From an optimization exercise on the open Yosys and OpenROAD flow, aimed at small area and a short achievable clock period; shortcuts taken in it are not production practice. The RTL was checked by simulation tests, not by an equivalence proof against the original design. No activity file was given, so power comes from the tool's default toggle rates.

oak:
// sharedMemSys
module sharedMemSys (
  input  logic                           clk,
  input  logic                           rst,
  input  logic [memArbPkg::nMasters-1:0] cmdValid,
  input  logic [memArbPkg::nMasters-1:0] cmdWrite,
  input  logic [memArbPkg::nMasters*memArbPkg::addrW-1:0] cmdAddr,   
  input  logic [memArbPkg::nMasters*memArbPkg::dataW-1:0] cmdData,   
  output logic [memArbPkg::nMasters-1:0] cmdFull,
  output logic [memArbPkg::nMasters-1:0] rdValid,
  output memArbPkg::data_t               rdData,
  output memArbPkg::grant_t              gnt
);
  localparam int NM = memArbPkg::nMasters;
  localparam int AW = memArbPkg::addrW;
  localparam int DW = memArbPkg::dataW;
  logic [NM-1:0]     nextReq;
  logic [NM-1:0]     nextWrite;
  logic [NM*AW-1:0]  nextAddr;
  logic [NM*DW-1:0]  nextData;
  memArbPkg::grant_t nextGnt;   
  logic [NM-1:0]     nextPop;   
  logic [NM-1:0]    issPop;     
  logic             issWrite;
  logic             issWe;
  logic [7:0]       issHi;
  logic [7:0]       issLo;
  memArbPkg::data_t issDataX;   
  logic             phase;      
  for (genvar i = 0; i < NM; i++) begin : gMaster
    cmdQueueMaster queueMaster (
      .clk       (clk),
      .rst       (rst),
      .cmdValid  (cmdValid[i]),
      .cmdWrite  (cmdWrite[i]),
  ...
Size: roughly 4500 cells after synthesis, roughly 130 I/O pins.
export LEC_CHECK = 0
export CAP_MARGIN = 20
export CORE_MARGIN = 2
export CORE_UTILIZATION = 60
export CTS_CLUSTER_DIAMETER = 70
export CTS_CLUSTER_SIZE = 30
export SETUP_SLACK_MARGIN = 2.1
export SLEW_MARGIN = 20
export SYNTH_HIERARCHICAL = 1
export TNS_END_PERCENT = 100
create_clock -name core_clock -period 4.0 [get_ports {clk}]
standard.sh (not shown) runs the stock make flow with config.mk's settings and CLKGATE_MAP_FILE= SYNTH_SCRIPT=/design/flow/synth_recipe.tcl, a recipe that flattens the netlist after the stock synthesis.
==> flow/flow/run.sh <==
#!/bin/bash
# standard layout, with port buffers of a plain buffer cell instead of the
# delay-type buffer buffer_ports picks on its own, and timing repair free to
# change a cell's drive strength (not only within its footprint)
set -euo pipefail
bash standard.sh "BUFFER_PORTS_ARGS=-buffer_cell sky130_fd_sc_hd__buf_2" MATCH_CELL_FOOTPRINT=0 finish > make_finish.log 2>&1
oak ran to completion and came out clean on the timing, DRC and antenna checks.
diff inputs: oak => pine
- swapping 100 for 30 in TNS_END_PERCENT
- swapping 2.1 for 1.95 in SETUP_SLACK_MARGIN
- swapping 60 for 64 in CORE_UTILIZATION
## What came out
- pine: final area 3.7% below oak
- Non-clock buffer area fraction after layout was lower in pine than in oak.
- Compared with oak, pine has less setup slack.
- Run comparison: pine critical path start-end classification reg -> out; oak critical path start-end classification reg -> reg
- Compared with oak, in pine number of cell instances on the worst register-to-register path went down, clock skew picked up an extra 4.6 ps, required time of the critical path fell 1350 ps.
The inputs of birch differ from those of pine as listed below.
- SETUP_SLACK_MARGIN now 2.0, was 1.95
- TNS_END_PERCENT now 50, was 30
==> results.txt <==
Going from pine to birch, number of design-rule violations left by the first detailed-router iteration climbed 0.91%, routed wire length climbed about 1.1%, wire length of the first global-routing pass climbed 860 um. birch ended with every stage complete and zero timing, DRC or antenna violations. In summary, pine completed successfully, with a layout that passed the timing, DRC and antenna checks. pine -> birch: share of synthesized cell area in full adder, half adder and majority cells delta 0, exact match. Going from pine to birch, average wire per cell in the routed design grows by about 0.6%. Setup slack after layout on birch is ahead of pine. In birch, final-layout non-clock buffer area share is higher than in pine. birch vs pine — multi-input logic portion of the cell area rose 0.44 points. Lower share of total power in combinational logic goes to pine over birch.
What maple does differently from birch at the input level:
- SETUP_SLACK_MARGIN: 2.0 -> 2.25
- TNS_END_PERCENT: 50 -> 100
- CORE_UTILIZATION: 64 -> 60
--- outcome ---
Total of clock buffers placed in the layout of maple falls short of that of birch by more than 10%. Looking at total met3 wirelength after detailed routing across birch and maple, the one that comes out lower is birch. Compared maple vs birch, and power is up in maple. Changes observed in maple relative to birch: port buffer count ~0 delta; average detailed-routed wire length per instance +1.3 um; synthesis-to-finish area growth +3.4 points; global-route usage +0.59 points; leakage dissipation +about 3.4%. The met1 routed wirelength after detailed routing reported for maple is greater than that of birch by 7.5%. Of the two values seen for kind of critical path, reg -> out was produced by birch and reg -> reg by maple. Compared with birch, maple shows a core utilization of the finished layout that is 1.9 points lower. Compared to birch, maple has setup slack 50 ps lower.
Input-level comparison between cedar and maple:
- changing TNS_END_PERCENT from 100 to 30
- changing SETUP_SLACK_MARGIN from 2.25 to 1.95
Findings:
- Growth of design area from synthesis to finish (higher): maple
- Cell with the largest stage delay on the worst path: a22oi_1 -> cedar, dfxtp_4 -> maple
- Compared with maple, cedar shows part of the total power dissipated in combinational logic lower by 3.5 points.
- The standard cells in cedar occupy less silicon area than those in maple do.
- Sort maple and cedar by share of the clock period used by the worst path after layout, ascending, and maple comes first.
- The utilization reported for cedar is smaller than that of maple by 3.1 points.
- Compared with maple, cedar shows a lower global-route usage over all layers.
- Sequential power delta (maple -> cedar): insignificant
- Largest vdd supply drop on cedar is behind maple.
- Taking maple as the reference point, the first-pass GRT wire length of cedar falls by 13000 um.

-- port drivers added, routing unchanged --
How much do the figures lean on ideal ports? The routed layouts below were timed once more, with nothing changed but the port constraints.
Step 1 (the two cells are an assumption about what drives the block):
set clk [get_ports {clk}]
set_driving_cell -lib_cell sky130_fd_sc_hd__clkbuf_16 $clk
set_driving_cell -lib_cell sky130_fd_sc_hd__buf_2 [delete_from_list [all_inputs] $clk]
Step 2 also shifts input and output timing later by t, the mid clock arrival at the registers, as if the neighbouring blocks saw the same clock.
Three values: no drivers, after step 1, after step 2; two values: the first two.
run	shift t [ns]	slack for setup (ns)	worst setup path at the end	clock arrival spread, ns	slew at the worst register clock pin (ns)
oak	0.749	1.891 / 1.831 / 1.557	input to register	0.031 / 0.032	0.12 / 0.12
pine	0.734	1.816 / 1.741 / 1.567	input to register	0.037 / 0.037	0.12 / 0.12
birch	0.736	1.908 / 1.834 / 1.596	input to register	0.045 / 0.045	0.12 / 0.12
maple	0.750	1.857 / 1.857 / 1.474	input to register	0.041 / 0.042	0.11 / 0.11
cedar	0.747	1.825 / 1.787 / 1.583	input to register	0.030 / 0.030	0.12 / 0.12
After both steps every run listed still meets setup and hold. For maple, which loses most, drivers alone change the setup slack by 0.000 ns; drivers and shift together by -0.383 ns.
